From an optimization exercise on the open Yosys and OpenROAD flow, aimed at small area, a short achievable clock period and few clock cycles; shortcuts taken in it are not production practice. RTL that was checked went through simulation tests only; none was proved equivalent to the original. Power and IR drop assume default switching activity.

## the previous run
==> flow/design.v (excerpt) <==
module slab_alloc_top (
    input  logic                    clk,
    input  logic                    rst,
    input  logic [15:0]             req_size,
    input  logic                    req_valid,
    output logic                    req_ready,
    output logic [32-1:0] malloc_pointer,
    output logic                    malloc_failed,
    output logic                    malloc_valid,
    input  logic                    malloc_ready,
    input  logic [32-1:0] free_pointer,
    input  logic [15:0]             free_size,
    input  logic                    free_valid,
    output logic                    free_ready,
    output logic                    error_overflow
);
==> flow/config.mk <==
export PLATFORM = sky130hd
export DESIGN_NAME = slab_alloc_top
export DESIGN_NICKNAME = slab_alloc_top
export VERILOG_FILES = /design/flow/design.v
export SDC_FILE = /design/flow/constraint.sdc
export NUM_CORES = 4
export LEC_CHECK = 0
export ABC_CLOCK_PERIOD_IN_PS = 1500
export CAP_MARGIN = 20
export CORE_MARGIN = 2
export CORE_UTILIZATION = 40
export SETUP_SLACK_MARGIN = 4.0
export SLEW_MARGIN = 20
==> flow/constraint.sdc <==
create_clock -name core_clock -period 6.0 [get_ports {clk}]
set_input_delay 1.2000 -clock core_clock [delete_from_list [all_inputs] [get_ports {clk}]]
set_output_delay 1.2000 -clock core_clock [all_outputs]
set_load 0.01 [all_outputs]
run.sh (not shown) runs the stock make flow with config.mk's settings and CLKGATE_MAP_FILE= SYNTH_SCRIPT=/design/flow/synth_recipe.tcl, a recipe that flattens the netlist after the stock synthesis.
For the current run, these inputs were changed with respect to the previous run:
- SETUP_SLACK_MARGIN changed from 4.0 to 3.5
- ABC_CLOCK_PERIOD_IN_PS changed from 1500 to 2000
--- outcome ---
- Both conditions hold for the current run: the flow ran to the end and the final layout passed the timing, design-rule and antenna checks.
- Higher count of cells resized by post-cts repair goes to the previous run over the current run.
- Going from the previous run to the current run, the area used by multi-input combinational logic was found to have gone down by about 3%.
- There was hardly any difference in total wirelength of the detailed-routed design between the current run and the previous run.
- The lower detailed-route wire length on metal 1 came out of the current run.
- Taking the previous run as the reference, in the current run via count has increased, post-placement worst setup slack climbed 0.019 ns, final critical delay including setup and external delays -0.0064 ns, total setup buffers inserted after CTS climbed 21, total power shows a reduction of 0.00022 W.
No run of this note included a check of the RTL's function; only the layout flow was run.

* * *

Another version of the RTL of slab_alloc_top (not shown whole).
Size: about 550 flip-flops.
clock: 6.0 ns
lec_check: 0
cap_margin: 20
core_margin: 2
core_utilization: 60
cts_buf_list: sky130_fd_sc_hd__clkbuf_8
cts_cluster_diameter: 50
cts_cluster_size: 20
setup_slack_margin: 3.5
slew_margin: 20
The first run finished with timing, DRC and antenna clean.
Testbench counts at the start, summed over its fixed seeds: cycles 7,452.
Rerun with:
Settings changed: CORE_UTILIZATION 60 to 40, CTS_BUF_LIST sky130_fd_sc_hd__clkbuf_8 to default, CTS_CLUSTER_DIAMETER 50 to default, CTS_CLUSTER_SIZE 20 to default, SETUP_SLACK_MARGIN 3.5 to 4.0.
Cell area rises by 11%; wire length rises by 11%; power rises by 14%; die area rises by 49%; synthesized area stays the same; clock power rises by 38%; first-iteration DRC count falls by 19%; maximum frequency rises by 1.6%.
Rerun with:
Settings changed: CORE_UTILIZATION 40 to 55, CTS_BUF_LIST from default to sky130_fd_sc_hd__clkbuf_8, CTS_CLUSTER_DIAMETER from default to 45, CTS_CLUSTER_SIZE from default to 18, PLACE_DENSITY from default to 0.7, SETUP_SLACK_MARGIN 4.0 to 3.5.
Synthesized area does not change.
Final cell count went down by 12%.
Via count falls by 2.8%.
Wire length goes down by 10%.
Clock power came out lower by 25%.
Rerun with:
Settings changed: CORE_UTILIZATION 55 to 40, CTS_CLUSTER_DIAMETER 45 to 50, CTS_CLUSTER_SIZE 18 to 20, PLACE_DENSITY 0.7 to 0.8.
Final cell count came out higher by a little under a tenth.
Cell area hardly moves.
Combinational power grows by a few percent.
Non-clock buffer count is higher by 2.
Die area rises by well over a third.
Synthesized cell count does not change.
Setup slack got worse by 29 ps.
Power went down by a few percent.
Via count rises slightly.
Global-route usage shrinks by 6.1 points.

* * *

Setup of job 101:
The RTL this note starts from:
==> flow/design.v <==
`timescale 1ns/1ps
module slab_alloc_top (
    input  logic                    clk,
    input  logic                    rst,
    input  logic [15:0]             req_size,
    input  logic                    req_valid,
    output logic                    req_ready,
    output logic [32-1:0] malloc_pointer,
    output logic                    malloc_failed,
    output logic                    malloc_valid,
    input  logic                    malloc_ready,
    input  logic [32-1:0] free_pointer,
    input  logic [15:0]             free_size,
    input  logic                    free_valid,
    output logic                    free_ready,
    output logic                    error_overflow
);
    function automatic logic [4:1] size_class(input logic [15:0] s);
        logic nz;
        logic [4:1] le;      
        nz = s != 16'd0;
        le[1] = s[15:7] == 9'd0 && !(s[6] && s[5:0] != 6'd0);
        le[2] = s[15:8] == 8'd0 && !(s[7] && s[6:0] != 7'd0);
        le[3] = s[15:9] == 7'd0 && !(s[8] && s[7:0] != 8'd0);
        le[4] = s[15:10] == 6'd0 && !(s[9] && s[8:0] != 9'd0);
        size_class[1] = nz && le[1];
        size_class[2] = le[2] && !le[1];
        size_class[3] = le[3] && !le[2];
        size_class[4] = le[4] && !le[3];
    endfunction
    logic [4:1] acls;
    logic [4:1] fcls;
    logic       acc_alloc;
    logic       acc_free;
    assign acls = size_class(req_size);
    assign fcls = size_class(free_size);
    assign acc_alloc = req_valid;
    assign acc_free = free_valid;
    assign req_ready = 1'b1;
    assign free_ready = 1'b1;
    logic [3:0] pg;
    logic       pg_avail;
    assign pg_avail = pg != 4'd10;
    logic [4:1] wr;
    logic [4:1] pop;
    logic [4:1] bg_set;
    logic       pg_take;
    logic [7:0] wr_data;
    logic [8:0] effm [1:4];      
    logic [7:0] remd [1:4];      
    logic [4:1] ok;              
    logic [4:1] full;            
    logic [4:1] ne;              
    logic [4:1] a_push;          
    logic [4:1] a_page;          
    logic [8:0] ptr_q;
    logic [8:0] ptr_next;
    logic [7:0] rem_next;
    always_comb begin
        ptr_next = '0;
        rem_next = '0;
        for (int k = 1; k <= 4; k++) begin
            ptr_next = ptr_next | (acls[k] ? effm[k] : 9'd0);
            rem_next = rem_next | (acls[k] ? remd[k] : 8'd0);
        end
    end
    always_ff @(posedge clk) begin
        if (rst) begin
            malloc_valid <= 1'b0;
            malloc_failed <= 1'b0;
            wr <= '0;
            pop <= '0;
            bg_set <= '0;
            pg_take <= 1'b0;
            error_overflow <= 1'b0;
        end else begin
            if (acc_alloc) begin
                malloc_valid <= 1'b1;
                malloc_failed <= (acls & ok) == '0;
            end else if (malloc_ready) begin
                malloc_valid <= 1'b0;
            end
            if (acc_alloc) begin
                wr <= acls & a_push;
                pop <= acls & ne;
                bg_set <= acls & a_push;
                pg_take <= (acls & a_page) != '0;
            end else begin
                wr <= acc_free ? (fcls & ~full) : 4'd0;
                pop <= '0;
                bg_set <= '0;
                pg_take <= 1'b0;
            end
            error_overflow <= acc_free && (fcls & full) != '0;
        end
    end
    always_ff @(posedge clk) begin
        if (acc_alloc)
            ptr_q <= ptr_next;
        wr_data <= acc_free ? free_pointer[13:6] : rem_next;
    end
    assign malloc_pointer = {17'd0, ptr_q, 6'd0};
    always_ff @(posedge clk) begin
        if (rst)
            pg <= 4'd2;
        else if (pg_take)
            pg <= pg + 1'b1;
    end
    function automatic logic [3:0] inc15(input logic [3:0] x);
        inc15 = x == 4'd14 ? 4'd0 : x + 1'b1;
    endfunction
    for (genvar k = 1; k <= 4; k++) begin : g_cls
        localparam int W = 9 - k;
        localparam int OW = 6 - k;
        logic [W-1:0] mem [15];
        logic [W-1:0] head_q;
        logic [3:0]   rd;
        logic [3:0]   wt;
        logic [4:0]   cnt;       
        logic         empty;     
        logic         one;       
        logic         bg_h;
        logic         bg_m;
        logic [3:0]   bg_s;
        logic         hasrem;
        logic [7:0]   a8;
        logic [7:0]   r8;
        logic [W-1:0] wr_k;
        logic         to_ring;
        logic         head_ld;
        logic         head_wr;
        logic [7:0]   h_a8;
        logic [7:0]   h_r8;
        logic [7:0]   w_a8;
        logic [7:0]   p_a8;
        logic [7:0]   p_r8;
        assign wr_k = wr_data[7:k-1];
        assign h_a8 = 8'({head_q, {(k-1){1'b0}}});
        assign h_r8 = 8'({head_q[W-1:OW], head_q[OW-1:0] + 1'b1, {(k-1){1'b0}}});
        assign w_a8 = 8'({wr_k, {(k-1){1'b0}}});
        assign p_a8 = {pg[2:0], 5'd0};
        assign p_r8 = 8'({pg[2:0], {(OW-1){1'b0}}, 1'b1, {(k-1){1'b0}}});
        assign ne[k] = !empty || wr[k];
        assign full[k] = wr[k] ? cnt == 5'd15 : cnt[4];
        assign a8 = !empty ? h_a8 : wr[k] ? w_a8 : p_a8;
        assign r8 = !empty ? h_r8 : p_r8;
        assign ok[k] = ne[k] || pg_avail;
        assign effm[k] = ok[k] ? {a8[7:6] == 2'b00, a8} : 9'd0;
        assign remd[k] = r8;
        assign hasrem = head_q[OW-1:0] != {OW{1'b1}};
        assign a_push[k] = ne[k] ? (bg_h && hasrem) : pg_avail;
        assign a_page[k] = !ne[k] && pg_avail;
        assign head_wr = empty || one;
        assign to_ring = wr[k] && !empty && !(one && pop[k]);
        assign head_ld = pop[k] || (wr[k] && empty);
        always_ff @(posedge clk) begin
            if (to_ring)
                mem[wt] <= wr_k;
        end
        always_ff @(posedge clk) begin
            if (head_ld)
                head_q <= head_wr ? wr_k : mem[rd];
        end
        always_ff @(posedge clk) begin
            if (rst) begin
                rd <= '0;
                wt <= '0;
                cnt <= '0;
                empty <= 1'b1;
                one <= 1'b0;
                bg_h <= 1'b0;
                bg_m <= 1'b0;
            end else begin
                if (to_ring)
                    wt <= inc15(wt);
                if (pop[k] && !head_wr)
                    rd <= inc15(rd);
                if (wr[k] && !pop[k]) begin
                    cnt <= cnt + 1'b1;
                    empty <= 1'b0;
                    one <= empty;
                end else if (pop[k] && !wr[k]) begin
                    cnt <= cnt - 1'b1;
                    empty <= one;
                    one <= cnt == 5'd2;
                end
                if (head_ld)
                    bg_h <= head_wr ? bg_set[k] : (bg_m && bg_s == rd);
                if (to_ring && bg_set[k]) begin
                    bg_m <= 1'b1;
                    bg_s <= wt;
                end else if (head_ld && !head_wr && bg_s == rd) begin
                    bg_m <= 1'b0;
                end
            end
        end
    end
endmodule
export LEC_CHECK = 0
export CAP_MARGIN = 20
export CORE_MARGIN = 2
export CORE_UTILIZATION = 40
export CTS_BUF_LIST = sky130_fd_sc_hd__clkbuf_8
export CTS_CLUSTER_DIAMETER = 50
export CTS_CLUSTER_SIZE = 20
export SETUP_SLACK_MARGIN = 4.0
export SLEW_MARGIN = 20
export TNS_END_PERCENT = 20
create_clock -name core_clock -period 6.0 [get_ports {clk}]
Testbench counts of job 101, summed over its fixed seeds: cycles 7,452.
Inputs modified between job 101 and job 102:
Settings: swapping 4.0 for 3.5 in SETUP_SLACK_MARGIN; clearing TNS_END_PERCENT, which used to be 20.
==> run notes <==
- Both conditions hold for job 102: the flow ran to the end and the final layout passed the timing, design-rule and antenna checks.
- Of the two candidates, job 101 has the worse wire length and job 102 the better one.
- Changes observed in job 102 relative to job 101: placed instance area level, final instance count without filler cells moved down, global placer's final weighted congestion moved up, worst hold slack moved up.
- Job 101 → job 102: first-pass GRT wire length now sits lower, number of flops mapped to enable cells by yosys now sits at about the same level.

-- static timing again, ports no longer ideal --
The flow's constraints put no driver on any port. The routed layouts listed below were extracted and timed again, unchanged, in two steps.
Step 1 (the two cells are an assumption about what drives the block):
set clk [get_ports {clk}]
set_driving_cell -lib_cell sky130_fd_sc_hd__clkbuf_16 $clk
set_driving_cell -lib_cell sky130_fd_sc_hd__buf_2 [delete_from_list [all_inputs] $clk]
Step 2 adds t to the input delays and takes it off the output delays; t is the mean of the earliest and latest rising clock arrival at the registers after step 1. Input paths then give back, and output paths get back, about the clock's delay inside the block.
a / b / c = ideal ports / drivers / drivers and shift; a / b = the first two.
run | shift t [ns] | slack for setup (ns) | cell pins on the clock port's net
the previous run | 0.665 | 2.724 / 2.724 / 2.530 | 1
the current run | 0.641 | 2.730 / 2.730 / 2.468 | 1
the first run of note 2 | 0.711 | 3.322 / 3.337 / 2.627 | 1
the second run of note 2 | 0.661 | 3.364 / 3.388 / 2.726 | 1
the third run of note 2 | 0.697 | 3.373 / 3.383 / 2.686 | 1
the fourth run of note 2 | 0.685 | 3.344 / 3.352 / 2.672 | 1
job 101 | 0.708 | 3.371 / 3.381 / 2.674 | 1
job 102 | 0.729 | 3.430 / 3.453 / 2.724 | 1
After both steps setup and hold are still met in every run listed. For job 102, which loses most, drivers alone change the setup slack by +0.023 ns; drivers and shift together by -0.706 ns.
